From an optimization exercise on the open Yosys and OpenROAD flow, aimed at small area, a short achievable clock period and few clock cycles per item; shortcuts taken in it are not production practice.
Only simulation tests tie the RTL to the original design; equivalence was not proved.

==> design.v <==
module pow_stream #(
  parameter int DATA_W = 32,
  parameter int EXP_W  = 3,
  parameter int ID_W   = 1
) (
  input  logic              clk,
  input  logic              aresetn,
  input  logic              s_tvalid,
  output logic              s_tready,
  input  logic [DATA_W-1:0] s_tdata,
  input  logic [EXP_W-1:0]  s_texp,
  input  logic [ID_W-1:0]   s_tid,
  input  logic              s_tlast,
  output logic              m_tvalid,
  input  logic              m_tready,
  output logic [DATA_W-1:0] m_tdata,
  output logic [ID_W-1:0]   m_tid,
  output logic              m_tlast,
  output logic              m_tovf
);
  localparam int N = (1 << EXP_W) - 1;
  logic              r_v    [N];
  logic [DATA_W-1:0] r_acc  [N];
  logic [DATA_W-1:0] r_base [N];
  logic [EXP_W-1:0]  r_exp  [N];
  logic [ID_W-1:0]   r_id   [N];
  logic              r_last [N];
  logic [N-1:0]      w_en;
  logic [DATA_W-1:0] w_acc_nxt [N];
  logic              r_ovf     [N];
  logic              w_ovf_nxt [N];
  logic [2*DATA_W-1:0] w_prod;
  always_comb begin
    w_en = '0;
    w_en[N-1] = ~r_v[N-1] | m_tready;
    for (int k = N - 2; k >= 0; k--) begin
      w_en[k] = ~r_v[k] | w_en[k+1];
    end
  end
  always_comb begin
    w_prod = '0;
    for (int k = 0; k < N; k++) begin
      w_acc_nxt[k] = '0;
      w_ovf_nxt[k] = 1'b0;
    end
    w_acc_nxt[0] = (s_texp != '0) ? s_tdata : DATA_W'(1);
    for (int k = 1; k < N; k++) begin
      w_prod = {{DATA_W{1'b0}}, r_acc[k-1]} * {{DATA_W{1'b0}}, r_base[k-1]};
      if (r_exp[k-1] >= EXP_W'(k + 1)) begin
        w_acc_nxt[k] = w_prod[DATA_W-1:0];
        w_ovf_nxt[k] = r_ovf[k-1] | (|w_prod[2*DATA_W-1:DATA_W]);
      end else begin
        w_acc_nxt[k] = r_acc[k-1];
        w_ovf_nxt[k] = r_ovf[k-1];
      end
    end
  end
  always_ff @(posedge clk or negedge aresetn) begin
    if (!aresetn) begin
      for (int k = 0; k < N; k++) begin
        r_v[k]    <= 1'b0;
        r_acc[k]  <= '0;
        r_base[k] <= '0;
        r_exp[k]  <= '0;
        r_id[k]   <= '0;
        r_last[k] <= 1'b0;
        r_ovf[k]  <= 1'b0;
      end
    end else begin
      if (w_en[0]) begin
        r_v[0]    <= s_tvalid;
        r_acc[0]  <= w_acc_nxt[0];
        r_base[0] <= s_tdata;
        r_exp[0]  <= s_texp;
        r_id[0]   <= s_tid;
        r_last[0] <= s_tlast;
        r_ovf[0]  <= 1'b0;
      end
      for (int k = 1; k < N; k++) begin
        if (w_en[k]) begin
          r_v[k]    <= r_v[k-1];
          r_acc[k]  <= w_acc_nxt[k];
          r_base[k] <= r_base[k-1];
          r_exp[k]  <= r_exp[k-1];
          r_id[k]   <= r_id[k-1];
          r_last[k] <= r_last[k-1];
          r_ovf[k]  <= w_ovf_nxt[k];
        end
      end
    end
  end
  assign s_tready = aresetn & w_en[0];
  assign m_tvalid = r_v[N-1];
  assign m_tdata  = r_acc[N-1];
  assign m_tid    = r_id[N-1];
  assign m_tlast  = r_last[N-1];
  assign m_tovf   = r_ovf[N-1];
endmodule
==> run.sh <==
#!/bin/bash
# synth_recipe.tcl (not shown) runs the flow's synth.tcl, then flattens the netlist and writes it again
# the make line also repeats each setting of config.mk as NAME=value (left out here)
make -C /OpenROAD-flow-scripts/flow DESIGN_CONFIG=/design/flow/config.mk WORK_HOME=/design/flow/orfs CLKGATE_MAP_FILE= SYNTH_SCRIPT=/design/flow/synth_recipe.tcl finish
==> config.mk <==
export PLATFORM = sky130hd
export DESIGN_NAME = pow_stream
export DESIGN_NICKNAME = pow_stream
export VERILOG_FILES = /design/flow/design.v
export SDC_FILE = /design/flow/constraint.sdc
export NUM_CORES = 4
export LEC_CHECK = 0
export CAP_MARGIN = 20
export CORE_MARGIN = 2
export CORE_UTILIZATION = 40
export SLEW_MARGIN = 20
==> constraint.sdc <==
create_clock -name core_clock -period 9.5 [get_ports {clk}]
set_input_delay 1.9000 -clock core_clock [delete_from_list [all_inputs] [get_ports {clk}]]
set_output_delay 1.9000 -clock core_clock [all_outputs]
set_load 0.01 [all_outputs]
==> results.yml <==
final_layout:
  final_cells: 30900
  area_delta_synth_final_pct: 6.16
  final_area_um2: 232000
  nets: 30600
  fillers: 53700
  final_layout_size_suffix_gt1_frac: 0.0445
yosys:
  synth_most_common_cell: "fa_1"
  synth_area_per_cell_um2: 9.05
  synth_largest_area_cell: "fa_1"
  synth_common_cells: "5376 x fa_1, 4674 x inv_1, 3765 x and2_1"
  netlist_area_um2: 219000
  synth-edff-count: 0
  synthTopCellsByArea: "fa_1 49%, and2_1 11%, ha_1 9.0%"
  synthArstFlopShare: 1.00
  yosys_warnings: 10
  seq_area_frac_synth: 0.0527
  synth_flop_cell: "dfrtp_1"
  synth_nets: 31200
  yosysTopAreaCellShare: 0.492
  syn_inst: 24200
  ys_types: 88
  ys_ff_latch: 461
grt:
  gr-usage-all-layers: 0.245
  grt_max_degree: 113
  grt_overflow_total: 0
  grt_first_pass_wirelength_mm: 1060
  grt_pass1_vias: 178000
  antenna_found_initial: 21
detailed_routing:
  drcViolationCount: 0
  wl_per_cell_um: 21.4
  first_pass_iters: 6
  dr.first_iter.drc_count: 10300
  routed_wl_mm: 663
  vias: 162000
  postRouteAntennaNets: 0
  vias_per_cell: 5.23
floorplan:
  die_x_um: 744
  rows: 271
  core_area_um2: 545000
  start_util: 0.402
  dieArea_um2: 553000
  io_pins: 78
  fp.dieH_um: 744
place:
  io_buffers: 77
  place_area_um2: 230000
  globalplace.congestion: 0.937
  dp.final_hpwl_mm: 557
  dp_cells: 30800
sta:
  setup_tns_ns: 0
  hold_viol: 0
  fmax_mhz: 108
  finalMaxSlewViolations: 0
  fin_skew_ns: 0.117
  tightest_slew_ns: 1.21
  maxSlewHeadroom: 0.195
  post-route-period-util: 0.971
  period_minus_slack_ns: 9.23
  rsz0062_at_grt: "no"
  setup-violations-final: 0
run:
  cap_viol_max_count: 0
critical_path:
  worst-setup-path-type: "reg2reg"
  cpPeakStageDelay_ns: 0.90
  required_ns: 10.22
  crit_path_max_fanout: 13
  cp-end-kind: "flip-flop"
  slowest_stage: "dfrtp_1"
  crit_top_cell: "fa_1"
  cp_cell_sequence: "buf_4 > nand2_1 > fa_1 > fa_1 > fa_1 > fa_1 > fa_1 > fa_1 > fa_1 > fa_1 > inv_1 > ha_1 > nand2_1 > o21ai_0 > a211oi_1 > a221o_1 > nor4_1 > and4_1 > o2111a_1 > nand4_1 > nor4_1 > nand4_1 > a2111oi_0 > a31oi_1"
  critical_path.startpoint_type: "flip-flop"
  worstPathArrival_ns: 9.95
clock_tree:
  cts_hold_buf: 0
  h-tree-depth: 3
  clk_latency_ns: 0.89
  path_clk_slew_ns: 0.07
  cts_num_sinks: 461
  cts_buffers: 76
  cts.path.max_buffers: 4
  tritoncts: "done"
  cts_root_buf: "clkbuf_16"
run_status:
  outcome: "finished clean"
hold_path:
  hold_class: "reg2reg"
metal layers:
metal / up-vias / track usage / wire length [µm]
li1: 70500 / - / -
met1: 85500 / 0.335 / 287000
met2: 4785 / 0.410 / 315000
met3: 961 / 0.0336 / 40500
met4: 14 / 0.0668 / 21200
met5: - / 0 / 102
final cells by class:
class,instances,area [µm²],area share
antenna,5,12.5,0.0000539
inverter,4674,17500,0.0755
sequential,461,11600,0.0499
clock buffer,90,2090,0.00898
timing repair buffer,870,7170,0.0309
multi-input combinational,17600,184000,0.793
clock inverter,41,551,0.00237
tap,7234,9050,0.0390
what timing repair did:
item / in CTS / in global routing
endpoints found under the setup margin: 1 / 6
buffers inserted: 1 / 0
gates resized for setup: 0 / 51
pin swaps: 1 / 0
worst max-delay path, delay by kind of cell (launching register included):
kind                       cells  cell delay [ns]
DFF                            1             0.90
buffers and inverters          2             0.33
AOI/OAI and AO/OA              6             1.94
adders and majority gates      9             4.63
and+or+nand+nor                7             1.29
logic make-up (layout without fill, tap and decap cells):
group                      count (synthesis)  after routing  share of synthesized area
and+or+nand+nor                         8494           8494                      0.195
DFF                                      461            461                     0.0527
AOI/OAI and AO/OA                       1771           1771                     0.0495
buffers and inverters                   6146           5675                      0.106
muxes                                     96             96                    0.00444
other                                      0              5                          0
adders and majority gates               6954           6954                      0.582
xor gates and xnor gates                 256            256                     0.0102
final timing paths:
path / startpoint / slack, ns / end / depth (start not counted)
hold reg to reg: r_id[3]$_DFFE_PN0P_ / 0.43 / r_id[4]$_DFFE_PN0P_ / 2
setup reg to reg: r_acc[3][25]$_DFFE_PN0P_ / 0.27 / r_ovf[4]$_DFFE_PN0P_ / 24
setup / recovery: r_acc[3][25]$_DFFE_PN0P_ / 0.27 / r_ovf[4]$_DFFE_PN0P_ / 24
max in group asynchronous: aresetn / 5.72 / r_acc[5][6]$_DFFE_PN0P_ / 4
hold / removal: r_id[3]$_DFFE_PN0P_ / 0.43 / r_id[4]$_DFFE_PN0P_ / 2
min in group asynchronous: aresetn / 0.97 / r_acc[1][13]$_DFFE_PN0P_ / 1
flip-flops by register name, summed over array words and instances, names as in the netlist:
name    count
r_v         7
r_last      7
r_id        7
r_ovf       6
r_base    192
r_acc     224
r_exp      18
cell usage in the layout (no fill, tap or decap), drive strengths merged, types with 25 or more instances in the layout:
master / instances
a211oi: 46
a21o: 130
a21oi: 624
a31oi: 68
and2: 3765
and3: 49
buf: 794
clkbuf: 90
clkdlybuf4s50: 76
dfrtp: 461
fa: 5376
ha: 1578
inv: 4682
mux2i: 87
nand2: 3683
nand2b: 39
nand3: 147
nand4: 130
nor2: 412
nor2b: 25
nor3: 86
nor4: 38
o211ai: 44
o21a: 69
o21ai: 455
o21bai: 63
or3: 31
xnor2: 156
xor2: 100
through the flow:
stage	util	setup slack, ns	hold WS (ns)
after floorplan	-	1.33	0.439
after detailed placement	0.421	-0.400	0.457
after CTS	0.426	0.0405	0.405
final	0.426	0.273	0.430
after global routing	0.426	0.00259	0.444
after global placement	0.421	-0.386	0.450
Testbench counts, summed over its fixed seeds: cycles 8,056, items 8,000.

==> re-timing with driven ports <==
No port has a modelled driver above. Below, the same layout with a new extraction and two added sets of constraints.
Step 1 (the two cells are an assumption about what drives the block):
set clk [get_ports {clk}]
set_driving_cell -lib_cell sky130_fd_sc_hd__clkbuf_16 $clk
set_driving_cell -lib_cell sky130_fd_sc_hd__buf_2 [delete_from_list [all_inputs] $clk]
Step 2 moves the port delays by t, midway between the first and last clock arrival at a register: inputs arrive t later, outputs are due t later. That takes back most of the time a late clock gives input paths.
a / b / c = ideal / step 1 / step 2; a / b = the first two.
shift t [ns]: 0.944
slack for setup (ns): 0.273 / 0.273 / 0.273
worst setup path at the end: register to register
worst slew at a driven data input, ns: 0.08
pins driven straight from the clock port: 1
After both steps this run still meets setup and hold. For this run, drivers alone change the setup slack by 0.000 ns; drivers and shift together by 0.000 ns.
